This is an optimization exercise on Yosys and OpenROAD, whose aim is small area, not a production implementation. Where RTL was checked, it was by simulation tests only, not by an equivalence proof against the original. Only the layout flow was run in run 2; the RTL was not checked for function there. No activity file was given, so power comes from the tool's default toggle rates.

## flow/design.v (module list and top-level ports; edited modules follow where they fit)
// module zig_sampler: 1018 lines
// module zig_bsel: 10 lines
// module zig_fa: 10 lines
module zig_sampler (
  input  logic        clk,
  input  logic        rst_n,
  input  logic        u_valid,
  output logic        u_ready,
  input  logic [39:0] u_data,
  output logic [6:0]  rect_idx,
  input  logic [17:0] rmost_coord,
  input  logic [31:0] wedge_bound_ratio,
  output logic        z_valid,
  input  logic        z_ready,
  output logic [18:0] z_data,
  output logic        slow_valid,
  input  logic        slow_ready,
  output logic [6:0]  slow_idx,
  output logic [31:0] slow_frac,
  output logic        slow_sign,
  output logic [15:0] acc_cnt,
  output logic [15:0] rej_cnt
);
  // ...
==> flow/flow/run.sh <==
#!/bin/bash
# Own flow: the standard synthesis, an area-oriented re-mapping of its combinational cells
# (registers untouched), then the standard layout with buf_1 as the port buffer.
set -euo pipefail
W=$(pwd)
R=$W/orfs/results/$FLOW_PLATFORM/zig_sampler/base
YOSYS=$FLOW_HOME/../tools/install/yosys/bin/yosys
LIB=$FLOW_HOME/platforms/$FLOW_PLATFORM/lib/sky130_fd_sc_hd__tt_025C_1v80.lib

bash standard.sh synth > "$W/1_standard_synth.log" 2>&1
cp "$R/1_2_yosys.v" "$W/1_2_yosys_standard.v"

REMAP_LIB=$LIB REMAP_IN=$W/1_2_yosys_standard.v REMAP_OUT=$R/1_2_yosys.v REMAP_TOP=$FLOW_TOP \
  REMAP_SCRIPT=$W/flow/area.abc "$YOSYS" -c "$W/flow/remap.tcl" > "$W/2_remap.log" 2>&1
rm -f "$R/1_synth.odb" "$R/1_synth.sdc"

bash standard.sh "BUFFER_PORTS_ARGS=-buffer_cell sky130_fd_sc_hd__buf_1" finish > "$W/3_standard_layout.log" 2>&1
==> flow/flow/area.abc <==
strash
dch
amap
topo
==> flow/flow/remap.tcl <==
# Re-map the combinational standard cells of the standard synthesis for area.
# Registers, full/half adders and tie cells are kept as they are (same instances, same names).
yosys -import
set lib $::env(REMAP_LIB)
read_liberty -ignore_miss_func -ignore_miss_dir $lib
read_verilog -overwrite $::env(REMAP_IN)
hierarchy -top $::env(REMAP_TOP)
foreach pat {sky130_fd_sc_hd__df* sky130_fd_sc_hd__edf* sky130_fd_sc_hd__sdf* sky130_fd_sc_hd__fa_* sky130_fd_sc_hd__ha_* sky130_fd_sc_hd__conb_*} {
  catch { setattr -mod -set keep_hierarchy 1 $pat }
}
flatten
opt_clean -purge
abc -liberty $lib -script $::env(REMAP_SCRIPT) -dont_use sky130_fd_sc_hd__lpflow_* -dont_use sky130_fd_sc_hd__probe*
opt_clean -purge
hilomap -singleton -hicell sky130_fd_sc_hd__conb_1 HI -locell sky130_fd_sc_hd__conb_1 LO
setattr -mod -unset keep_hierarchy
select $::env(REMAP_TOP)
stat -liberty $lib
write_verilog -noattr -noexpr -nohex -nodec -selected $::env(REMAP_OUT)
==> flow/standard.sh <==
#!/bin/bash
# synth_recipe.tcl (not shown) runs the flow's synth.tcl, then flattens the netlist and writes it again
# the make line also repeats each setting of config.mk as NAME=value (left out here)
make -C /OpenROAD-flow-scripts/flow DESIGN_CONFIG=/design/flow/config.mk WORK_HOME=/design/flow/orfs CLKGATE_MAP_FILE= SYNTH_SCRIPT=/design/flow/synth_recipe.tcl "${@:-finish}"
==> flow/config.mk <==
export PLATFORM = sky130hd
export DESIGN_NAME = zig_sampler
export DESIGN_NICKNAME = zig_sampler
export VERILOG_FILES = /design/flow/design.v
export SDC_FILE = /design/flow/constraint.sdc
export NUM_CORES = 4
export LEC_CHECK = 0
export CAP_MARGIN = 20
export CORE_MARGIN = 2
export CORE_UTILIZATION = 40
export SLEW_MARGIN = 20
export SYNTH_HIERARCHICAL = 1
==> flow/constraint.sdc <==
create_clock -name core_clock -period 9.0 [get_ports {clk}]
set_input_delay 1.8000 -clock core_clock [delete_from_list [all_inputs] [get_ports {clk}]]
set_output_delay 1.8000 -clock core_clock [all_outputs]
set_load 0.01 [all_outputs]
==> flow_summary.json, run 1 <==
{
  "path_depth": 29,
  "hold_depth": 0,
  "routed.top_layer": "met5",
  "clock_area_share_pct": 3.05,
  "worstPathMaxFanout": 27,
  "cpPeakStageDelay_ns": 0.49,
  "place.gp.congestion": 0.951,
  "relSlewSlack_pct": 38.8,
  "totalWireLength_um": 60600,
  "ant_nets": 0,
  "fin_area_mm2": 0.0199,
  "intPower_mw": 3.45,
  "fin_skew_ns": 0.00732,
  "wl_met1_um": 25000,
  "core_mm2": 0.0429,
  "ctsHoldBuffers": 0,
  "n_clock_buffer": 20,
  "grt_max_degree": 68,
  "final_cells": 2710,
  "final_cell_mix": "nor2_1 (322), a21oi_1 (296), fa_1 (290), o22ai_1 (264), buf_1 (192)",
  "p_comb_mw": 4.90,
  "multi_input_area_share_pct": 65.8,
  "antenna_found_initial": 2,
  "dp.cells": 2678,
  "buf_share_pct": 5.44,
  "seq_area_mm2": 0.00384,
  "hp-start": "s1_idx_r[1]$_DFF_PN0_",
  "outcome": "timing/DRC/antenna clean",
  "finalCritPeriodShare_pct": 90.1
}
==> run 2: changes to the inputs <==
--- a/flow/design.v
+++ b/flow/design.v
@@ -30,18 +30,19 @@
   logic [15:0] rej_cnt_r;
   logic        slow_valid_r;
   logic [6:0]  slow_idx_r;
   logic [31:0] slow_frac_r;
   logic        slow_sign_r;
   logic        accept_s, z_free_s, slow_free_s, advance_s, acc_adv_s, rej_adv_s, u_ready_s, fire_s;
   logic [18:0] z_neg_s;
   logic [346:0] ppn;
+  logic [8:0] cn;
   logic [255:0] fs, fc;
-  logic [24:0] hs, hc;
+  logic [15:0] hs, hc;
   logic [49:0] ma, mb;
   logic [8:0] bo_s, bt_s, bn_s;
   assign bo_s[0] = rmost_coord[0] ^ 1'b0;
   assign bt_s[0] = (rmost_coord[1] & ~rmost_coord[0] & ~1'b0) | (~rmost_coord[1] & rmost_coord[0] & 1'b0);
   assign bn_s[0] = rmost_coord[1];
   assign ppn[0] = ~(((bo_s[0] & s1_frac_r[0])) ^ bn_s[0]);
   zig_bsel u_bs1 (.one(bo_s[0]), .two(bt_s[0]), .neg(bn_s[0]), .x1(s1_frac_r[1]), .x0(s1_frac_r[0]), .pn(ppn[1]));
   zig_bsel u_bs2 (.one(bo_s[0]), .two(bt_s[0]), .neg(bn_s[0]), .x1(s1_frac_r[2]), .x0(s1_frac_r[1]), .pn(ppn[2]));
@@ -408,51 +409,65 @@
   assign ppn[339] = ~(rmost_coord[17] & s1_frac_r[24]);
   assign ppn[340] = ~(rmost_coord[17] & s1_frac_r[25]);
   assign ppn[341] = ~(rmost_coord[17] & s1_frac_r[26]);
   assign ppn[342] = ~(rmost_coord[17] & s1_frac_r[27]);
   assign ppn[343] = ~(rmost_coord[17] & s1_frac_r[28]);
   assign ppn[344] = ~(rmost_coord[17] & s1_frac_r[29]);
   assign ppn[345] = ~(rmost_coord[17] & s1_frac_r[30]);
   assign ppn[346] = ~(rmost_coord[17] & s1_frac_r[31]);
-  zig_fa u_ha0 (.a(ppn[313]), .b(ppn[16]), .c(1'b1), .s(hs[0]), .co(hc[0]));
-  zig_fa u_ha1 (.a(ppn[17]), .b(ppn[50]), .c(1'b1), .s(hs[1]), .co(hc[1]));
+  assign cn[0] = ~ppn[34];
+  assign cn[1] = ~ppn[67];
+  assign cn[2] = ~ppn[102];
+  assign cn[3] = ~ppn[137];
+  assign cn[4] = ~ppn[172];
+  assign cn[5] = ~ppn[207];
+  assign cn[6] = ~ppn[242];
+  assign cn[7] = ~ppn[277];
+  assign cn[8] = ~ppn[312];
+  assign hs[0] = ~(ppn[313] ^ ppn[16]);
+  assign hc[0] = ppn[313] | ppn[16];
+  assign hs[1] = ~(ppn[17] ^ ppn[50]);
+  assign hc[1] = ppn[17] | ppn[50];
   zig_fa u_fa0 (.a(ppn[315]), .b(ppn[18]), .c(ppn[51]), .s(fs[0]), .co(fc[0]));
   zig_fa u_fa1 (.a(ppn[316]), .b(ppn[19]), .c(ppn[52]), .s(fs[1]), .co(fc[1]));
   zig_fa u_fa2 (.a(ppn[317]), .b(ppn[20]), .c(ppn[53]), .s(fs[2]), .co(fc[2]));
   zig_fa u_fa3 (.a(ppn[318]), .b(ppn[21]), .c(ppn[54]), .s(fs[3]), .co(fc[3]));
   zig_fa u_fa4 (.a(ppn[319]), .b(ppn[22]), .c(ppn[55]), .s(fs[4]), .co(fc[4]));
   zig_fa u_fa5 (.a(ppn[320]), .b(ppn[23]), .c(ppn[56]), .s(fs[5]), .co(fc[5]));
   zig_fa u_fa6 (.a(ppn[321]), .b(ppn[24]), .c(ppn[57]), .s(fs[6]), .co(fc[6]));
   zig_fa u_fa7 (.a(ppn[322]), .b(ppn[25]), .c(ppn[58]), .s(fs[7]), .co(fc[7]));
   zig_fa u_fa8 (.a(ppn[323]), .b(ppn[26]), .c(ppn[59]), .s(fs[8]), .co(fc[8]));
   zig_fa u_fa9 (.a(ppn[324]), .b(ppn[27]), .c(ppn[60]), .s(fs[9]), .co(fc[9]));
   zig_fa u_fa10 (.a(ppn[325]), .b(ppn[28]), .c(ppn[61]), .s(fs[10]), .co(fc[10]));
   zig_fa u_fa11 (.a(ppn[326]), .b(ppn[29]), .c(ppn[62]), .s(fs[11]), .co(fc[11]));
   zig_fa u_fa12 (.a(ppn[327]), .b(ppn[30]), .c(ppn[63]), .s(fs[12]), .co(fc[12]));
   zig_fa u_fa13 (.a(ppn[328]), .b(ppn[31]), .c(ppn[64]), .s(fs[13]), .co(fc[13]));
   zig_fa u_fa14 (.a(ppn[329]), .b(ppn[32]), .c(ppn[65]), .s(fs[14]), .co(fc[14]));
-  zig_fa u_fa15 (.a(ppn[330]), .b(ppn[34]), .c(ppn[66]), .s(fs[15]), .co(fc[15]));
-  zig_fa u_ha2 (.a(ppn[99]), .b(ppn[132]), .c(1'b1), .s(hs[2]), .co(hc[2]));
-  zig_fa u_fa16 (.a(ppn[331]), .b(ppn[67]), .c(ppn[100]), .s(fs[16]), .co(fc[16]));
-  zig_fa u_ha3 (.a(ppn[133]), .b(ppn[166]), .c(1'b1), .s(hs[3]), .co(hc[3]));
+  zig_fa u_fa15 (.a(ppn[330]), .b(cn[0]), .c(ppn[66]), .s(fs[15]), .co(fc[15]));
+  zig_fa u_fa16 (.a(ppn[331]), .b(ppn[34]), .c(cn[1]), .s(fs[16]), .co(fc[16]));
   zig_fa u_fa17 (.a(ppn[332]), .b(ppn[69]), .c(ppn[101]), .s(fs[17]), .co(fc[17]));
-  zig_fa u_ha4 (.a(ppn[333]), .b(ppn[102]), .c(1'b1), .s(hs[4]), .co(hc[4]));
-  zig_fa u_ha5 (.a(ppn[208]), .b(ppn[10]), .c(1'b1), .s(hs[5]), .co(hc[5]));
-  zig_fa u_ha6 (.a(ppn[11]), .b(ppn[44]), .c(1'b1), .s(hs[6]), .co(hc[6]));
+  assign hs[2] = ~(ppn[208] ^ ppn[10]);
+  assign hc[2] = ppn[208] | ppn[10];
+  assign hs[3] = ~(ppn[11] ^ ppn[44]);
+  assign hc[3] = ppn[11] | ppn[44];
   zig_fa u_fa18 (.a(ppn[243]), .b(ppn[12]), .c(ppn[45]), .s(fs[18]), .co(fc[18]));
-  zig_fa u_ha7 (.a(ppn[78]), .b(ppn[111]), .c(1'b1), .s(hs[7]), .co(hc[7]));
+  assign hs[4] = ~(ppn[78] ^ ppn[111]);
+  assign hc[4] = ppn[78] | ppn[111];
   zig_fa u_fa19 (.a(ppn[13]), .b(ppn[46]), .c(ppn[79]), .s(fs[19]), .co(fc[19]));
-  zig_fa u_ha8 (.a(ppn[112]), .b(ppn[145]), .c(1'b1), .s(hs[8]), .co(hc[8]));
+  assign hs[5] = ~(ppn[112] ^ ppn[145]);
+  assign hc[5] = ppn[112] | ppn[145];
   zig_fa u_fa20 (.a(ppn[278]), .b(ppn[14]), .c(ppn[47]), .s(fs[20]), .co(fc[20]));
   zig_fa u_fa21 (.a(ppn[80]), .b(ppn[113]), .c(ppn[146]), .s(fs[21]), .co(fc[21]));
-  zig_fa u_ha9 (.a(ppn[179]), .b(ppn[212]), .c(1'b1), .s(hs[9]), .co(hc[9]));
+  assign hs[6] = ~(ppn[179] ^ ppn[212]);
+  assign hc[6] = ppn[179] | ppn[212];
   zig_fa u_fa22 (.a(ppn[15]), .b(ppn[48]), .c(ppn[81]), .s(fs[22]), .co(fc[22]));
   zig_fa u_fa23 (.a(ppn[114]), .b(ppn[147]), .c(ppn[180]), .s(fs[23]), .co(fc[23]));
-  zig_fa u_ha10 (.a(ppn[213]), .b(ppn[246]), .c(1'b1), .s(hs[10]), .co(hc[10]));
+  assign hs[7] = ~(ppn[213] ^ ppn[246]);
+  assign hc[7] = ppn[213] | ppn[246];
   zig_fa u_fa24 (.a(ppn[49]), .b(ppn[82]), .c(ppn[115]), .s(fs[24]), .co(fc[24]));
   zig_fa u_fa25 (.a(ppn[148]), .b(ppn[181]), .c(ppn[214]), .s(fs[25]), .co(fc[25]));
   zig_fa u_fa26 (.a(ppn[247]), .b(ppn[280]), .c(hs[0]), .s(fs[26]), .co(fc[26]));
   zig_fa u_fa27 (.a(ppn[83]), .b(ppn[116]), .c(ppn[149]), .s(fs[27]), .co(fc[27]));
   zig_fa u_fa28 (.a(ppn[182]), .b(ppn[215]), .c(ppn[248]), .s(fs[28]), .co(fc[28]));
   zig_fa u_fa29 (.a(ppn[281]), .b(hc[0]), .c(hs[1]), .s(fs[29]), .co(fc[29]));
   zig_fa u_fa30 (.a(ppn[84]), .b(ppn[117]), .c(ppn[150]), .s(fs[30]), .co(fc[30]));
   zig_fa u_fa31 (.a(ppn[183]), .b(ppn[216]), .c(ppn[249]), .s(fs[31]), .co(fc[31]));
@@ -494,59 +509,60 @@
   zig_fa u_fa67 (.a(ppn[195]), .b(ppn[228]), .c(ppn[261]), .s(fs[67]), .co(fc[67]));
   zig_fa u_fa68 (.a(ppn[294]), .b(fc[11]), .c(fs[12]), .s(fs[68]), .co(fc[68]));
   zig_fa u_fa69 (.a(ppn[97]), .b(ppn[130]), .c(ppn[163]), .s(fs[69]), .co(fc[69]));
   zig_fa u_fa70 (.a(ppn[196]), .b(ppn[229]), .c(ppn[262]), .s(fs[70]), .co(fc[70]));
   zig_fa u_fa71 (.a(ppn[295]), .b(fc[12]), .c(fs[13]), .s(fs[71]), .co(fc[71]));
   zig_fa u_fa72 (.a(ppn[98]), .b(ppn[131]), .c(ppn[164]), .s(fs[72]), .co(fc[72]));
   zig_fa u_fa73 (.a(ppn[197]), .b(ppn[230]), .c(ppn[263]), .s(fs[73]), .co(fc[73]));
   zig_fa u_fa74 (.a(ppn[296]), .b(fc[13]), .c(fs[14]), .s(fs[74]), .co(fc[74]));
-  zig_fa u_fa75 (.a(ppn[165]), .b(ppn[198]), .c(ppn[231]), .s(fs[75]), .co(fc[75]));
-  zig_fa u_fa76 (.a(ppn[264]), .b(ppn[297]), .c(fc[14]), .s(fs[76]), .co(fc[76]));
-  zig_fa u_fa77 (.a(fs[15]), .b(hs[2]), .c(1'b0), .s(fs[77]), .co(fc[77]));
-  zig_fa u_fa78 (.a(ppn[199]), .b(ppn[232]), .c(ppn[265]), .s(fs[78]), .co(fc[78]));
-  zig_fa u_fa79 (.a(ppn[298]), .b(fc[15]), .c(hc[2]), .s(fs[79]), .co(fc[79]));
-  zig_fa u_fa80 (.a(fs[16]), .b(hs[3]), .c(1'b0), .s(fs[80]), .co(fc[80]));
+  zig_fa u_fa75 (.a(ppn[99]), .b(ppn[132]), .c(ppn[165]), .s(fs[75]), .co(fc[75]));
+  zig_fa u_fa76 (.a(ppn[198]), .b(ppn[231]), .c(ppn[264]), .s(fs[76]), .co(fc[76]));
+  zig_fa u_fa77 (.a(ppn[297]), .b(fc[14]), .c(fs[15]), .s(fs[77]), .co(fc[77]));
+  zig_fa u_fa78 (.a(ppn[100]), .b(ppn[133]), .c(ppn[166]), .s(fs[78]), .co(fc[78]));
+  zig_fa u_fa79 (.a(ppn[199]), .b(ppn[232]), .c(ppn[265]), .s(fs[79]), .co(fc[79]));
+  zig_fa u_fa80 (.a(ppn[298]), .b(fc[15]), .c(fs[16]), .s(fs[80]), .co(fc[80]));
   zig_fa u_fa81 (.a(ppn[134]), .b(ppn[167]), .c(ppn[200]), .s(fs[81]), .co(fc[81]));
   zig_fa u_fa82 (.a(ppn[233]), .b(ppn[266]), .c(ppn[299]), .s(fs[82]), .co(fc[82]));
-  zig_fa u_fa83 (.a(fc[16]), .b(hc[3]), .c(fs[17]), .s(fs[83]), .co(fc[83]));
-  zig_fa u_fa84 (.a(ppn[135]), .b(ppn[168]), .c(ppn[201]), .s(fs[84]), .co(fc[84]));
-  zig_fa u_fa85 (.a(ppn[234]), .b(ppn[267]), .c(ppn[300]), .s(fs[85]), .co(fc[85]));
-  zig_fa u_fa86 (.a(fc[17]), .b(hs[4]), .c(1'b0), .s(fs[86]), .co(fc[86]));
+  zig_fa u_fa83 (.a(ppn[67]), .b(fc[16]), .c(fs[17]), .s(fs[83]), .co(fc[83]));
+  zig_fa u_fa84 (.a(ppn[333]), .b(cn[2]), .c(ppn[135]), .s(fs[84]), .co(fc[84]));
+  zig_fa u_fa85 (.a(ppn[168]), .b(ppn[201]), .c(ppn[234]), .s(fs[85]), .co(fc[85]));
+  zig_fa u_fa86 (.a(ppn[267]), .b(ppn[300]), .c(fc[17]), .s(fs[86]), .co(fc[86]));
   zig_fa u_fa87 (.a(ppn[334]), .b(ppn[104]), .c(ppn[136]), .s(fs[87]), .co(fc[87]));
   zig_fa u_fa88 (.a(ppn[169]), .b(ppn[202]), .c(ppn[235]), .s(fs[88]), .co(fc[88]));
-  zig_fa u_fa89 (.a(ppn[268]), .b(ppn[301]), .c(hc[4]), .s(fs[89]), .co(fc[89]));
-  zig_fa u_fa90 (.a(ppn[335]), .b(ppn[137]), .c(ppn[170]), .s(fs[90]), .co(fc[90]));
+  zig_fa u_fa89 (.a(ppn[268]), .b(ppn[301]), .c(ppn[102]), .s(fs[89]), .co(fc[89]));
+  zig_fa u_fa90 (.a(ppn[335]), .b(cn[3]), .c(ppn[170]), .s(fs[90]), .co(fc[90]));
   zig_fa u_fa91 (.a(ppn[203]), .b(ppn[236]), .c(ppn[269]), .s(fs[91]), .co(fc[91]));
-  zig_fa u_ha11 (.a(ppn[302]), .b(1'b0), .c(1'b1), .s(hs[11]), .co(hc[11]));
   zig_fa u_fa92 (.a(ppn[336]), .b(ppn[139]), .c(ppn[171]), .s(fs[92]), .co(fc[92]));
   zig_fa u_fa93 (.a(ppn[204]), .b(ppn[237]), .c(ppn[270]), .s(fs[93]), .co(fc[93]));
-  zig_fa u_fa94 (.a(ppn[337]), .b(ppn[172]), .c(ppn[205]), .s(fs[94]), .co(fc[94]));
-  zig_fa u_ha12 (.a(ppn[238]), .b(ppn[271]), .c(1'b1), .s(hs[12]), .co(hc[12]));
+  zig_fa u_fa94 (.a(ppn[337]), .b(cn[4]), .c(ppn[205]), .s(fs[94]), .co(fc[94]));
   zig_fa u_fa95 (.a(ppn[338]), .b(ppn[174]), .c(ppn[206]), .s(fs[95]), .co(fc[95]));
-  zig_fa u_ha13 (.a(ppn[339]), .b(ppn[207]), .c(1'b1), .s(hs[13]), .co(hc[13]));
-  zig_fa u_ha14 (.a(ppn[138]), .b(ppn[6]), .c(1'b1), .s(hs[14]), .co(hc[14]));
-  zig_fa u_ha15 (.a(ppn[7]), .b(ppn[40]), .c(1'b1), .s(hs[15]), .co(hc[15]));
+  assign hs[8] = ~(ppn[138] ^ ppn[6]);
+  assign hc[8] = ppn[138] | ppn[6];
+  assign hs[9] = ~(ppn[7] ^ ppn[40]);
+  assign hc[9] = ppn[7] | ppn[40];
   zig_fa u_fa96 (.a(ppn[173]), .b(ppn[8]), .c(ppn[41]), .s(fs[96]), .co(fc[96]));
-  zig_fa u_ha16 (.a(ppn[74]), .b(ppn[107]), .c(1'b1), .s(hs[16]), .co(hc[16]));
+  assign hs[10] = ~(ppn[74] ^ ppn[107]);
+  assign hc[10] = ppn[74] | ppn[107];
   zig_fa u_fa97 (.a(ppn[9]), .b(ppn[42]), .c(ppn[75]), .s(fs[97]), .co(fc[97]));
-  zig_fa u_ha17 (.a(ppn[108]), .b(ppn[141]), .c(1'b1), .s(hs[17]), .co(hc[17]));
+  assign hs[11] = ~(ppn[108] ^ ppn[141]);
+  assign hc[11] = ppn[108] | ppn[141];
   zig_fa u_fa98 (.a(ppn[43]), .b(ppn[76]), .c(ppn[109]), .s(fs[98]), .co(fc[98]));
-  zig_fa u_fa99 (.a(ppn[142]), .b(ppn[175]), .c(hs[5]), .s(fs[99]), .co(fc[99]));
+  zig_fa u_fa99 (.a(ppn[142]), .b(ppn[175]), .c(hs[2]), .s(fs[99]), .co(fc[99]));
   zig_fa u_fa100 (.a(ppn[77]), .b(ppn[110]), .c(ppn[143]), .s(fs[100]), .co(fc[100]));
-  zig_fa u_fa101 (.a(ppn[176]), .b(hc[5]), .c(hs[6]), .s(fs[101]), .co(fc[101]));
+  zig_fa u_fa101 (.a(ppn[176]), .b(hc[2]), .c(hs[3]), .s(fs[101]), .co(fc[101]));
   zig_fa u_fa102 (.a(ppn[144]), .b(ppn[177]), .c(ppn[210]), .s(fs[102]), .co(fc[102]));
-  zig_fa u_fa103 (.a(hc[6]), .b(fs[18]), .c(hs[7]), .s(fs[103]), .co(fc[103]));
+  zig_fa u_fa103 (.a(hc[3]), .b(fs[18]), .c(hs[4]), .s(fs[103]), .co(fc[103]));
   zig_fa u_fa104 (.a(ppn[178]), .b(ppn[211]), .c(fc[18]), .s(fs[104]), .co(fc[104]));
-  zig_fa u_fa105 (.a(hc[7]), .b(fs[19]), .c(hs[8]), .s(fs[105]), .co(fc[105]));
-  zig_fa u_fa106 (.a(ppn[245]), .b(fc[19]), .c(hc[8]), .s(fs[106]), .co(fc[106]));
-  zig_fa u_fa107 (.a(fs[20]), .b(fs[21]), .c(hs[9]), .s(fs[107]), .co(fc[107]));
-  zig_fa u_fa108 (.a(fc[20]), .b(fc[21]), .c(hc[9]), .s(fs[108]), .co(fc[108]));
-  zig_fa u_fa109 (.a(fs[22]), .b(fs[23]), .c(hs[10]), .s(fs[109]), .co(fc[109]));
-  zig_fa u_fa110 (.a(fc[22]), .b(fc[23]), .c(hc[10]), .s(fs[110]), .co(fc[110]));
+  zig_fa u_fa105 (.a(hc[4]), .b(fs[19]), .c(hs[5]), .s(fs[105]), .co(fc[105]));
+  zig_fa u_fa106 (.a(ppn[245]), .b(fc[19]), .c(hc[5]), .s(fs[106]), .co(fc[106]));
+  zig_fa u_fa107 (.a(fs[20]), .b(fs[21]), .c(hs[6]), .s(fs[107]), .co(fc[107]));
+  zig_fa u_fa108 (.a(fc[20]), .b(fc[21]), .c(hc[6]), .s(fs[108]), .co(fc[108]));
+  zig_fa u_fa109 (.a(fs[22]), .b(fs[23]), .c(hs[7]), .s(fs[109]), .co(fc[109]));
+  zig_fa u_fa110 (.a(fc[22]), .b(fc[23]), .c(hc[7]), .s(fs[110]), .co(fc[110]));
   zig_fa u_fa111 (.a(fs[24]), .b(fs[25]), .c(fs[26]), .s(fs[111]), .co(fc[111]));
   zig_fa u_fa112 (.a(fc[24]), .b(fc[25]), .c(fs[27]), .s(fs[112]), .co(fc[112]));
   zig_fa u_fa113 (.a(fs[28]), .b(fc[26]), .c(fs[29]), .s(fs[113]), .co(fc[113]));
   zig_fa u_fa114 (.a(fc[27]), .b(fc[28]), .c(fs[30]), .s(fs[114]), .co(fc[114]));
   zig_fa u_fa115 (.a(fs[31]), .b(fc[29]), .c(fs[32]), .s(fs[115]), .co(fc[115]));
   zig_fa u_fa116 (.a(fc[30]), .b(fc[31]), .c(fs[33]), .s(fs[116]), .co(fc[116]));
   zig_fa u_fa117 (.a(fs[34]), .b(fc[32]), .c(fs[35]), .s(fs[117]), .co(fc[117]));
   zig_fa u_fa118 (.a(fc[33]), .b(fc[34]), .c(fs[36]), .s(fs[118]), .co(fc[118]));
@@ -571,48 +587,48 @@
   zig_fa u_fa137 (.a(fs[64]), .b(fc[62]), .c(fs[65]), .s(fs[137]), .co(fc[137]));
   zig_fa u_fa138 (.a(fc[63]), .b(fc[64]), .c(fs[66]), .s(fs[138]), .co(fc[138]));
   zig_fa u_fa139 (.a(fs[67]), .b(fc[65]), .c(fs[68]), .s(fs[139]), .co(fc[139]));
   zig_fa u_fa140 (.a(fc[66]), .b(fc[67]), .c(fs[69]), .s(fs[140]), .co(fc[140]));
   zig_fa u_fa141 (.a(fs[70]), .b(fc[68]), .c(fs[71]), .s(fs[141]), .co(fc[141]));
   zig_fa u_fa142 (.a(fc[69]), .b(fc[70]), .c(fs[72]), .s(fs[142]), .co(fc[142]));
   zig_fa u_fa143 (.a(fs[73]), .b(fc[71]), .c(fs[74]), .s(fs[143]), .co(fc[143]));
   zig_fa u_fa144 (.a(fc[72]), .b(fc[73]), .c(fs[75]), .s(fs[144]), .co(fc[144]));
-  zig_fa u_fa145 (.a(fc[74]), .b(fs[76]), .c(fs[77]), .s(fs[145]), .co(fc[145]));
-  zig_fa u_fa146 (.a(fc[75]), .b(fs[78]), .c(fc[76]), .s(fs[146]), .co(fc[146]));
-  zig_fa u_fa147 (.a(fc[77]), .b(fs[79]), .c(fs[80]), .s(fs[147]), .co(fc[147]));
-  zig_fa u_fa148 (.a(fc[78]), .b(fs[81]), .c(fs[82]), .s(fs[148]), .co(fc[148]));
-  zig_fa u_fa149 (.a(fc[79]), .b(fc[80]), .c(fs[83]), .s(fs[149]), .co(fc[149]));
+  zig_fa u_fa145 (.a(fs[76]), .b(fc[74]), .c(fs[77]), .s(fs[145]), .co(fc[145]));
+  zig_fa u_fa146 (.a(fc[75]), .b(fc[76]), .c(fs[78]), .s(fs[146]), .co(fc[146]));
+  zig_fa u_fa147 (.a(fs[79]), .b(fc[77]), .c(fs[80]), .s(fs[147]), .co(fc[147]));
+  zig_fa u_fa148 (.a(fc[78]), .b(fc[79]), .c(fs[81]), .s(fs[148]), .co(fc[148]));
+  zig_fa u_fa149 (.a(fs[82]), .b(fc[80]), .c(fs[83]), .s(fs[149]), .co(fc[149]));
   zig_fa u_fa150 (.a(fc[81]), .b(fc[82]), .c(fs[84]), .s(fs[150]), .co(fc[150]));
   zig_fa u_fa151 (.a(fs[85]), .b(fc[83]), .c(fs[86]), .s(fs[151]), .co(fc[151]));
   zig_fa u_fa152 (.a(fc[84]), .b(fc[85]), .c(fs[87]), .s(fs[152]), .co(fc[152]));
-  zig_fa u_fa153 (.a(fs[88]), .b(fc[86]), .c(fs[89]), .s(fs[153]), .co(fc[153]));
-  zig_fa u_fa154 (.a(fc[87]), .b(fc[88]), .c(fs[90]), .s(fs[154]), .co(fc[154]));
-  zig_fa u_fa155 (.a(fs[91]), .b(fc[89]), .c(hs[11]), .s(fs[155]), .co(fc[155]));
-  zig_fa u_fa156 (.a(ppn[303]), .b(fc[90]), .c(fc[91]), .s(fs[156]), .co(fc[156]));
-  zig_fa u_fa157 (.a(fs[92]), .b(fs[93]), .c(hc[11]), .s(fs[157]), .co(fc[157]));
-  zig_fa u_fa158 (.a(ppn[304]), .b(fc[92]), .c(fc[93]), .s(fs[158]), .co(fc[158]));
-  zig_fa u_fa159 (.a(fs[94]), .b(hs[12]), .c(1'b0), .s(fs[159]), .co(fc[159]));
+  zig_fa u_fa153 (.a(fs[88]), .b(fs[89]), .c(fc[86]), .s(fs[153]), .co(fc[153]));
+  zig_fa u_fa154 (.a(ppn[302]), .b(fc[87]), .c(fc[88]), .s(fs[154]), .co(fc[154]));
+  zig_fa u_fa155 (.a(fc[89]), .b(fs[90]), .c(fs[91]), .s(fs[155]), .co(fc[155]));
+  zig_fa u_fa156 (.a(ppn[303]), .b(ppn[137]), .c(fc[90]), .s(fs[156]), .co(fc[156]));
+  zig_fa u_fa157 (.a(fc[91]), .b(fs[92]), .c(fs[93]), .s(fs[157]), .co(fc[157]));
+  zig_fa u_fa158 (.a(ppn[238]), .b(ppn[271]), .c(ppn[304]), .s(fs[158]), .co(fc[158]));
+  zig_fa u_fa159 (.a(fc[92]), .b(fc[93]), .c(fs[94]), .s(fs[159]), .co(fc[159]));
   zig_fa u_fa160 (.a(ppn[239]), .b(ppn[272]), .c(ppn[305]), .s(fs[160]), .co(fc[160]));
-  zig_fa u_fa161 (.a(fc[94]), .b(hc[12]), .c(fs[95]), .s(fs[161]), .co(fc[161]));
-  zig_fa u_fa162 (.a(ppn[240]), .b(ppn[273]), .c(ppn[306]), .s(fs[162]), .co(fc[162]));
-  zig_fa u_fa163 (.a(fc[95]), .b(hs[13]), .c(1'b0), .s(fs[163]), .co(fc[163]));
+  zig_fa u_fa161 (.a(ppn[172]), .b(fc[94]), .c(fs[95]), .s(fs[161]), .co(fc[161]));
+  zig_fa u_fa162 (.a(ppn[339]), .b(cn[5]), .c(ppn[240]), .s(fs[162]), .co(fc[162]));
+  zig_fa u_fa163 (.a(ppn[273]), .b(ppn[306]), .c(fc[95]), .s(fs[163]), .co(fc[163]));
   zig_fa u_fa164 (.a(ppn[340]), .b(ppn[209]), .c(ppn[241]), .s(fs[164]), .co(fc[164]));
-  zig_fa u_fa165 (.a(ppn[274]), .b(ppn[307]), .c(hc[13]), .s(fs[165]), .co(fc[165]));
-  zig_fa u_fa166 (.a(ppn[341]), .b(ppn[242]), .c(ppn[275]), .s(fs[166]), .co(fc[166]));
-  zig_fa u_ha18 (.a(ppn[308]), .b(1'b0), .c(1'b1), .s(hs[18]), .co(hc[18]));
+  zig_fa u_fa165 (.a(ppn[274]), .b(ppn[307]), .c(ppn[207]), .s(fs[165]), .co(fc[165]));
+  zig_fa u_fa166 (.a(ppn[341]), .b(cn[6]), .c(ppn[275]), .s(fs[166]), .co(fc[166]));
   zig_fa u_fa167 (.a(ppn[342]), .b(ppn[244]), .c(ppn[276]), .s(fs[167]), .co(fc[167]));
-  zig_fa u_ha19 (.a(ppn[343]), .b(ppn[277]), .c(1'b1), .s(hs[19]), .co(hc[19]));
-  zig_fa u_ha20 (.a(ppn[103]), .b(ppn[4]), .c(1'b1), .s(hs[20]), .co(hc[20]));
-  zig_fa u_ha21 (.a(ppn[5]), .b(ppn[38]), .c(1'b1), .s(hs[21]), .co(hc[21]));
+  assign hs[12] = ~(ppn[103] ^ ppn[4]);
+  assign hc[12] = ppn[103] | ppn[4];
+  assign hs[13] = ~(ppn[5] ^ ppn[38]);
+  assign hc[13] = ppn[5] | ppn[38];
   zig_fa u_fa168 (.a(ppn[39]), .b(ppn[72]), .c(ppn[105]), .s(fs[168]), .co(fc[168]));
-  zig_fa u_fa169 (.a(ppn[73]), .b(ppn[106]), .c(hc[14]), .s(fs[169]), .co(fc[169]));
-  zig_fa u_fa170 (.a(ppn[140]), .b(hc[15]), .c(fs[96]), .s(fs[170]), .co(fc[170]));
-  zig_fa u_fa171 (.a(fc[96]), .b(hc[16]), .c(fs[97]), .s(fs[171]), .co(fc[171]));
-  zig_fa u_fa172 (.a(fc[97]), .b(hc[17]), .c(fs[98]), .s(fs[172]), .co(fc[172]));
+  zig_fa u_fa169 (.a(ppn[73]), .b(ppn[106]), .c(hc[8]), .s(fs[169]), .co(fc[169]));
+  zig_fa u_fa170 (.a(ppn[140]), .b(hc[9]), .c(fs[96]), .s(fs[170]), .co(fc[170]));
+  zig_fa u_fa171 (.a(fc[96]), .b(hc[10]), .c(fs[97]), .s(fs[171]), .co(fc[171]));
+  zig_fa u_fa172 (.a(fc[97]), .b(hc[11]), .c(fs[98]), .s(fs[172]), .co(fc[172]));
   zig_fa u_fa173 (.a(fc[98]), .b(fs[100]), .c(fc[99]), .s(fs[173]), .co(fc[173]));
   zig_fa u_fa174 (.a(fc[100]), .b(fs[102]), .c(fc[101]), .s(fs[174]), .co(fc[174]));
   zig_fa u_fa175 (.a(fc[102]), .b(fc[103]), .c(fs[104]), .s(fs[175]), .co(fc[175]));
   zig_fa u_fa176 (.a(fc[104]), .b(fc[105]), .c(fs[106]), .s(fs[176]), .co(fc[176]));
   zig_fa u_fa177 (.a(fc[106]), .b(fc[107]), .c(fs[108]), .s(fs[177]), .co(fc[177]));
   zig_fa u_fa178 (.a(fc[108]), .b(fc[109]), .c(fs[110]), .s(fs[178]), .co(fc[178]));
   zig_fa u_fa179 (.a(fc[110]), .b(fs[112]), .c(fc[111]), .s(fs[179]), .co(fc[179]));
   zig_fa u_fa180 (.a(fc[112]), .b(fs[114]), .c(fc[113]), .s(fs[180]), .co(fc[180]));
@@ -627,38 +643,39 @@
   zig_fa u_fa189 (.a(fc[130]), .b(fs[132]), .c(fc[131]), .s(fs[189]), .co(fc[189]));
   zig_fa u_fa190 (.a(fc[132]), .b(fs[134]), .c(fc[133]), .s(fs[190]), .co(fc[190]));
   zig_fa u_fa191 (.a(fc[134]), .b(fs[136]), .c(fc[135]), .s(fs[191]), .co(fc[191]));
   zig_fa u_fa192 (.a(fc[136]), .b(fs[138]), .c(fc[137]), .s(fs[192]), .co(fc[192]));
   zig_fa u_fa193 (.a(fc[138]), .b(fs[140]), .c(fc[139]), .s(fs[193]), .co(fc[193]));
   zig_fa u_fa194 (.a(fc[140]), .b(fs[142]), .c(fc[141]), .s(fs[194]), .co(fc[194]));
   zig_fa u_fa195 (.a(fc[142]), .b(fs[144]), .c(fc[143]), .s(fs[195]), .co(fc[195]));
   zig_fa u_fa196 (.a(fc[144]), .b(fs[146]), .c(fc[145]), .s(fs[196]), .co(fc[196]));
-  zig_fa u_fa197 (.a(fs[148]), .b(fc[146]), .c(fc[147]), .s(fs[197]), .co(fc[197]));
+  zig_fa u_fa197 (.a(fc[146]), .b(fs[148]), .c(fc[147]), .s(fs[197]), .co(fc[197]));
   zig_fa u_fa198 (.a(fc[148]), .b(fs[150]), .c(fc[149]), .s(fs[198]), .co(fc[198]));
   zig_fa u_fa199 (.a(fc[150]), .b(fs[152]), .c(fc[151]), .s(fs[199]), .co(fc[199]));
-  zig_fa u_fa200 (.a(fc[152]), .b(fs[154]), .c(fc[153]), .s(fs[200]), .co(fc[200]));
-  zig_fa u_fa201 (.a(fc[154]), .b(fs[156]), .c(fs[157]), .s(fs[201]), .co(fc[201]));
-  zig_fa u_fa202 (.a(fc[156]), .b(fc[157]), .c(fs[158]), .s(fs[202]), .co(fc[202]));
-  zig_fa u_fa203 (.a(fs[160]), .b(fc[158]), .c(fc[159]), .s(fs[203]), .co(fc[203]));
+  zig_fa u_fa200 (.a(fc[152]), .b(fs[154]), .c(fs[155]), .s(fs[200]), .co(fc[200]));
+  zig_fa u_fa201 (.a(fc[154]), .b(fc[155]), .c(fs[156]), .s(fs[201]), .co(fc[201]));
+  zig_fa u_fa202 (.a(fs[158]), .b(fc[156]), .c(fc[157]), .s(fs[202]), .co(fc[202]));
+  zig_fa u_fa203 (.a(fc[158]), .b(fs[160]), .c(fc[159]), .s(fs[203]), .co(fc[203]));
   zig_fa u_fa204 (.a(fc[160]), .b(fs[162]), .c(fc[161]), .s(fs[204]), .co(fc[204]));
-  zig_fa u_fa205 (.a(fc[162]), .b(fs[164]), .c(fc[163]), .s(fs[205]), .co(fc[205]));
-  zig_fa u_fa206 (.a(fc[164]), .b(fs[166]), .c(fc[165]), .s(fs[206]), .co(fc[206]));
-  zig_fa u_fa207 (.a(ppn[309]), .b(fc[166]), .c(fs[167]), .s(fs[207]), .co(fc[207]));
-  zig_fa u_fa208 (.a(ppn[310]), .b(fc[167]), .c(hs[19]), .s(fs[208]), .co(fc[208]));
+  zig_fa u_fa205 (.a(fc[162]), .b(fs[164]), .c(fs[165]), .s(fs[205]), .co(fc[205]));
+  zig_fa u_fa206 (.a(ppn[308]), .b(fc[164]), .c(fc[165]), .s(fs[206]), .co(fc[206]));
+  zig_fa u_fa207 (.a(ppn[309]), .b(ppn[242]), .c(fc[166]), .s(fs[207]), .co(fc[207]));
+  zig_fa u_fa208 (.a(ppn[343]), .b(cn[7]), .c(ppn[310]), .s(fs[208]), .co(fc[208]));
   zig_fa u_fa209 (.a(ppn[344]), .b(ppn[279]), .c(ppn[311]), .s(fs[209]), .co(fc[209]));
-  zig_fa u_ha22 (.a(ppn[345]), .b(ppn[312]), .c(1'b1), .s(hs[22]), .co(hc[22]));
-  zig_fa u_ha23 (.a(ppn[68]), .b(ppn[2]), .c(1'b1), .s(hs[23]), .co(hc[23]));
-  zig_fa u_ha24 (.a(ppn[3]), .b(ppn[36]), .c(1'b1), .s(hs[24]), .co(hc[24]));
-  zig_fa u_fa210 (.a(ppn[37]), .b(ppn[70]), .c(hs[20]), .s(fs[210]), .co(fc[210]));
-  zig_fa u_fa211 (.a(ppn[71]), .b(hc[20]), .c(hs[21]), .s(fs[211]), .co(fc[211]));
-  zig_fa u_fa212 (.a(hc[21]), .b(hs[14]), .c(fs[168]), .s(fs[212]), .co(fc[212]));
-  zig_fa u_fa213 (.a(fc[168]), .b(hs[15]), .c(fs[169]), .s(fs[213]), .co(fc[213]));
-  zig_fa u_fa214 (.a(hs[16]), .b(fc[169]), .c(fs[170]), .s(fs[214]), .co(fc[214]));
-  zig_fa u_fa215 (.a(hs[17]), .b(fc[170]), .c(fs[171]), .s(fs[215]), .co(fc[215]));
+  assign hs[14] = ~(ppn[68] ^ ppn[2]);
+  assign hc[14] = ppn[68] | ppn[2];
+  assign hs[15] = ~(ppn[3] ^ ppn[36]);
+  assign hc[15] = ppn[3] | ppn[36];
+  zig_fa u_fa210 (.a(ppn[37]), .b(ppn[70]), .c(hs[12]), .s(fs[210]), .co(fc[210]));
+  zig_fa u_fa211 (.a(ppn[71]), .b(hc[12]), .c(hs[13]), .s(fs[211]), .co(fc[211]));
+  zig_fa u_fa212 (.a(hc[13]), .b(hs[8]), .c(fs[168]), .s(fs[212]), .co(fc[212]));
+  zig_fa u_fa213 (.a(fc[168]), .b(hs[9]), .c(fs[169]), .s(fs[213]), .co(fc[213]));
+  zig_fa u_fa214 (.a(hs[10]), .b(fc[169]), .c(fs[170]), .s(fs[214]), .co(fc[214]));
+  zig_fa u_fa215 (.a(hs[11]), .b(fc[170]), .c(fs[171]), .s(fs[215]), .co(fc[215]));
   zig_fa u_fa216 (.a(fc[171]), .b(fs[99]), .c(fs[172]), .s(fs[216]), .co(fc[216]));
   zig_fa u_fa217 (.a(fc[172]), .b(fs[101]), .c(fs[173]), .s(fs[217]), .co(fc[217]));
   zig_fa u_fa218 (.a(fs[103]), .b(fc[173]), .c(fs[174]), .s(fs[218]), .co(fc[218]));
   zig_fa u_fa219 (.a(fs[105]), .b(fc[174]), .c(fs[175]), .s(fs[219]), .co(fc[219]));
   zig_fa u_fa220 (.a(fs[107]), .b(fc[175]), .c(fs[176]), .s(fs[220]), .co(fc[220]));
   zig_fa u_fa221 (.a(fs[109]), .b(fc[176]), .c(fs[177]), .s(fs[221]), .co(fc[221]));
   zig_fa u_fa222 (.a(fc[177]), .b(fs[178]), .c(fs[111]), .s(fs[222]), .co(fc[222]));
   zig_fa u_fa223 (.a(fc[178]), .b(fs[113]), .c(fs[179]), .s(fs[223]), .co(fc[223]));
@@ -677,37 +694,37 @@
   zig_fa u_fa236 (.a(fs[139]), .b(fc[191]), .c(fs[192]), .s(fs[236]), .co(fc[236]));
   zig_fa u_fa237 (.a(fs[141]), .b(fc[192]), .c(fs[193]), .s(fs[237]), .co(fc[237]));
   zig_fa u_fa238 (.a(fs[143]), .b(fc[193]), .c(fs[194]), .s(fs[238]), .co(fc[238]));
   zig_fa u_fa239 (.a(fs[145]), .b(fc[194]), .c(fs[195]), .s(fs[239]), .co(fc[239]));
   zig_fa u_fa240 (.a(fs[147]), .b(fc[195]), .c(fs[196]), .s(fs[240]), .co(fc[240]));
   zig_fa u_fa241 (.a(fs[149]), .b(fc[196]), .c(fs[197]), .s(fs[241]), .co(fc[241]));
   zig_fa u_fa242 (.a(fs[151]), .b(fc[197]), .c(fs[198]), .s(fs[242]), .co(fc[242]));
   zig_fa u_fa243 (.a(fs[153]), .b(fc[198]), .c(fs[199]), .s(fs[243]), .co(fc[243]));
-  zig_fa u_fa244 (.a(fs[155]), .b(fc[199]), .c(fs[200]), .s(fs[244]), .co(fc[244]));
-  zig_fa u_fa245 (.a(fc[155]), .b(fs[201]), .c(fc[200]), .s(fs[245]), .co(fc[245]));
+  zig_fa u_fa244 (.a(fc[153]), .b(fs[200]), .c(fc[199]), .s(fs[244]), .co(fc[244]));
+  zig_fa u_fa245 (.a(fs[157]), .b(fc[200]), .c(fs[201]), .s(fs[245]), .co(fc[245]));
   zig_fa u_fa246 (.a(fs[159]), .b(fc[201]), .c(fs[202]), .s(fs[246]), .co(fc[246]));
   zig_fa u_fa247 (.a(fs[161]), .b(fc[202]), .c(fs[203]), .s(fs[247]), .co(fc[247]));
   zig_fa u_fa248 (.a(fs[163]), .b(fc[203]), .c(fs[204]), .s(fs[248]), .co(fc[248]));
-  zig_fa u_fa249 (.a(fs[165]), .b(fc[204]), .c(fs[205]), .s(fs[249]), .co(fc[249]));
-  zig_fa u_fa250 (.a(fc[205]), .b(fs[206]), .c(hs[18]), .s(fs[250]), .co(fc[250]));
-  zig_fa u_fa251 (.a(fs[207]), .b(fc[206]), .c(hc[18]), .s(fs[251]), .co(fc[251]));
-  zig_fa u_fa252 (.a(fc[207]), .b(fs[208]), .c(1'b0), .s(fs[252]), .co(fc[252]));
-  zig_fa u_fa253 (.a(hc[19]), .b(fs[209]), .c(fc[208]), .s(fs[253]), .co(fc[253]));
-  zig_fa u_fa254 (.a(fc[209]), .b(hs[22]), .c(1'b0), .s(fs[254]), .co(fc[254]));
-  zig_fa u_fa255 (.a(ppn[346]), .b(ppn[314]), .c(hc[22]), .s(fs[255]), .co(fc[255]));
+  zig_fa u_fa249 (.a(fc[163]), .b(fs[205]), .c(fc[204]), .s(fs[249]), .co(fc[249]));
+  zig_fa u_fa250 (.a(fs[166]), .b(fc[205]), .c(fs[206]), .s(fs[250]), .co(fc[250]));
+  zig_fa u_fa251 (.a(fs[167]), .b(fc[206]), .c(fs[207]), .s(fs[251]), .co(fc[251]));
+  zig_fa u_fa252 (.a(fc[167]), .b(fs[208]), .c(fc[207]), .s(fs[252]), .co(fc[252]));
+  zig_fa u_fa253 (.a(ppn[277]), .b(fc[208]), .c(fs[209]), .s(fs[253]), .co(fc[253]));
+  zig_fa u_fa254 (.a(ppn[345]), .b(cn[8]), .c(fc[209]), .s(fs[254]), .co(fc[254]));
+  zig_fa u_fa255 (.a(ppn[346]), .b(ppn[314]), .c(ppn[312]), .s(fs[255]), .co(fc[255]));
   assign ma[0] = ppn[33];
   assign mb[0] = ppn[0];
   assign ma[1] = ppn[1];
   assign mb[1] = 1'b1;
   assign ma[2] = ppn[35];
-  assign mb[2] = hs[23];
-  assign ma[3] = hc[23];
-  assign mb[3] = hs[24];
-  assign ma[4] = hc[24];
+  assign mb[2] = hs[14];
+  assign ma[3] = hc[14];
+  assign mb[3] = hs[15];
+  assign ma[4] = hc[15];
   assign mb[4] = fs[210];
   assign ma[5] = fc[210];
   assign mb[5] = fs[211];
   assign ma[6] = fc[211];
   assign mb[6] = fs[212];
   assign ma[7] = fc[212];
   assign mb[7] = fs[213];
   assign ma[8] = fc[213];
==> flow/config.mk (replaced) <==
export PLATFORM = sky130hd
export DESIGN_NAME = zig_sampler
export DESIGN_NICKNAME = zig_sampler
export VERILOG_FILES = /design/flow/design.v
export SDC_FILE = /design/flow/constraint.sdc
export NUM_CORES = 4
export LEC_CHECK = 0
export CAP_MARGIN = 20
export CORE_MARGIN = 2
export CORE_UTILIZATION = 65
export CTS_BUF_LIST = sky130_fd_sc_hd__clkbuf_8
export PLACE_DENSITY = 0.75
export SLEW_MARGIN = 20
export SYNTH_HIERARCHICAL = 1
==> flow_summary.json, run 2 <==
{
  "outcome": "timing/DRC/antenna clean",
  "max-vdd-ir-drop_v": 0.000342,
  "avgRoutedWirePerCell_um": 22.8,
  "grt_max_degree": 66,
  "dp.cells": 2462,
  "cts-htree-levels": 4,
  "power.share.clock_pct": 8.6,
  "clk_pin_slew_ns": 0.11,
  "required_ns": 9.22,
  "cts_resized": 0,
  "period_minus_slack_ns": 8.35,
  "dr.pass1.iters": 9,
  "holdCritPathClass": "flop to flop",
  "critPathMostFrequentCell": "fa_1",
  "totalWireLength_um": 56900,
  "yosysWarnings": 7,
  "netlist_area_mm2": 0.0171,
  "cts_buffers": 17,
  "top_regs": "s1_frac_r: 32 flops, slow_frac_r: 32 flops, z_hi_r: 18 flops",
  "relSlewSlack_pct": 38.2,
  "cts_buffer_depth": 2,
  "p_sw_share_pct": 49.9,
  "grt_pass1_wl_um": 90400,
  "grt_use_total_pct": 41.6,
  "crit_type": "input pin to flop",
  "p_leak_nw": 7.14,
  "power.switching_mw": 3.17,
  "final_cell_mix": "nor2_1 (322), a21oi_1 (280), fa_1 (265), o22ai_1 (264), buf_1 (192)",
  "final_common_cell": "nor2_1",
  "setup_viol": 0,
  "ant_nets": 0,
  "power_density_mw_per_mm2": 331,
  "fin_ws_ns": 0.646,
  "final_cells": 2495,
  "hold_viol_final": 0,
  "rsz0062_at_grt": "false",
  "place.gp.congestion": 0.982,
  "crit_slowest_cell": "fa_1",
  "die_h_um": 166,
  "vias_per_cell": 6.70,
  "portBuffers": 195,
  "synthToLayoutAreaGrowth_pct": 12.1,
  "layout-drive-gt1-share_pct": 4.91,
  "dieArea_mm2": 0.0277,
  "worstMarginPinSlew_ns": 0.927,
  "finalCritPeriodShare_pct": 92.8,
  "antenna_found_initial": 2,
  "timing_max_transition_violations_final": 0,
  "nets": 2598,
  "drv_cap": 0,
  "fmax_ghz": 0.120,
  "fin_skew_ns": 0.0240,
  "grt_pass1_vias": 17100,
  "worstPathMaxFanout": 14,
  "worstSkewPairLatency_ns": 0.47,
  "cts_root_buffer": "clkbuf_8",
  "core.rowCount": 59,
  "first_iter_violations": 2245,
  "comb_power_share_pct": 74.7,
  "post_dp_cell_area_mm2": 0.0188,
  "fin_area_mm2": 0.0192,
  "fin_tns_setup_ns": 0,
  "cp.arrival_ns": 8.58,
  "cts_tree": "built",
  "ctsHoldBuffers": 0,
  "synthCells": 1880,
  "routed-via-count": 16700,
  "cpPeakStageDelay_ns": 0.50,
  "start_kind": "input pin",
  "place_ws_ns": 0.204,
  "ios": 196,
  "grt_overflow": 0,
  "die_x_um": 166,
  "cts.sinks": 135,
  "end_kind": "flop",
  "core_mm2": 0.0260,
  "cts_setup_buffers": 0,
  "hpwl_um": 41900,
  "avgSynthCellArea_um2": 9.12,
  "power.share.sequential_pct": 16.7,
  "drc_errors": 0,
  "intPower_mw": 3.18,
  "start_util_pct": 66.0
}
==> run 2: layer usage <==
layer / up-vias / track usage (%) / routed length, um
met5: - / 0 / 28
met4: 4 / 21.3 / 3300
met3: 266 / 8.84 / 6100
met2: 1130 / 69.6 / 27500
met1: 7881 / 51.4 / 19900
li1: 7434 / - / -
==> run 2: cell type report <==
class                      count  area, um^2
sequential                   135        3840
multi-input combinational   1561       12700
timing repair buffer         247        1150
antenna                        1        2.50
tap                          335         419
fill                        1969        6760
clock buffer                  17         234
inverter                     184         708
clock inverter                15         180
==> run 2: power groups by stage <==
| stage | sequential [mW] | clock [mW] | combinational, mW |
|---|---|---|---|
| global route | 1.08 | 0.565 | 5.31 |
| finish | 1.06 | 0.544 | 4.75 |
| detailed placement | 1.07 | 0 | 4.71 |
| CTS | 1.06 | 0.543 | 4.72 |
| global placement | 1.07 | 0 | 4.51 |
| floorplan | 1.06 | 0 | 3.34 |
==> run 2: final timing paths <==
check | slack, ns | startpoint | to | cells after the start
max | 0.65 | rmost_coord[1] | z_hi_r[17]$_DFFE_PP_ | 30
min | 0.47 | s1_idx_r[2]$_DFF_PN0_ | slow_idx_r[2]$_DFFE_PP_ | 0
max reg2reg | 1.58 | s1_frac_r[28]$_DFFE_PP_ | z_hi_r[17]$_DFFE_PP_ | 27
min reg2reg | 0.47 | s1_idx_r[2]$_DFF_PN0_ | slow_idx_r[2]$_DFFE_PP_ | 0
max in group asynchronous | 6.93 | rst_n | rej_cnt_r[14]$_DFF_PN0_ | 1
min in group asynchronous | 1.46 | rst_n | acc_cnt_r[7]$_DFF_PN0_ | 1
==> run 2: per-stage QoR <==
step | total power [mW] | hold WS (ns) | util (%)
floorplan | 4.40 | 0.421 | -
finish | 6.36 | 0.471 | 74.0
global route | 6.96 | 0.480 | 74.0
global placement | 5.58 | 0.429 | 72.4
detailed placement | 5.78 | 0.438 | 72.4
CTS | 6.32 | 0.469 | 74.0
==> run 2: worst max-delay path, delay by kind of cell <==
family                   cells  cell delay, ns
buffers and inverters        5            0.74
AO/OA/AOI/OAI               14            2.70
AND/OR/NAND/NOR              3            0.34
adder cells (fa/ha/maj)      8            2.97

## re-timing with driven ports
How much do the figures lean on ideal ports? The routed layouts below were timed once more, with nothing changed but the port constraints. Step 1: set_driving_cell puts a clkbuf_16 on clk and a buf_2 on each other input, an assumption about the parent block. Step 2 times the ports against the registers' clock, not the clock port: input delays grow and output delays shrink by t, the midpoint of the rising clock arrivals with the driver on. Slacks: ideal ports / drivers / drivers and shift; pairs: ideal ports / drivers.
run | t, ns | slack for setup (ns) | worst data-port slew with drivers (ns) | pins driven straight from the clock port
run 1 | 0.493 | 0.890 / 0.866 / 0.373 | 0.10 | 1
run 2 | 0.502 | 0.646 / 0.640 / 0.138 | 0.09 | 1
After both steps setup and hold are still met in every run listed. The setup slack of run 1, which loses most, moves by -0.024 ns with the drivers and by -0.517 ns with both steps.
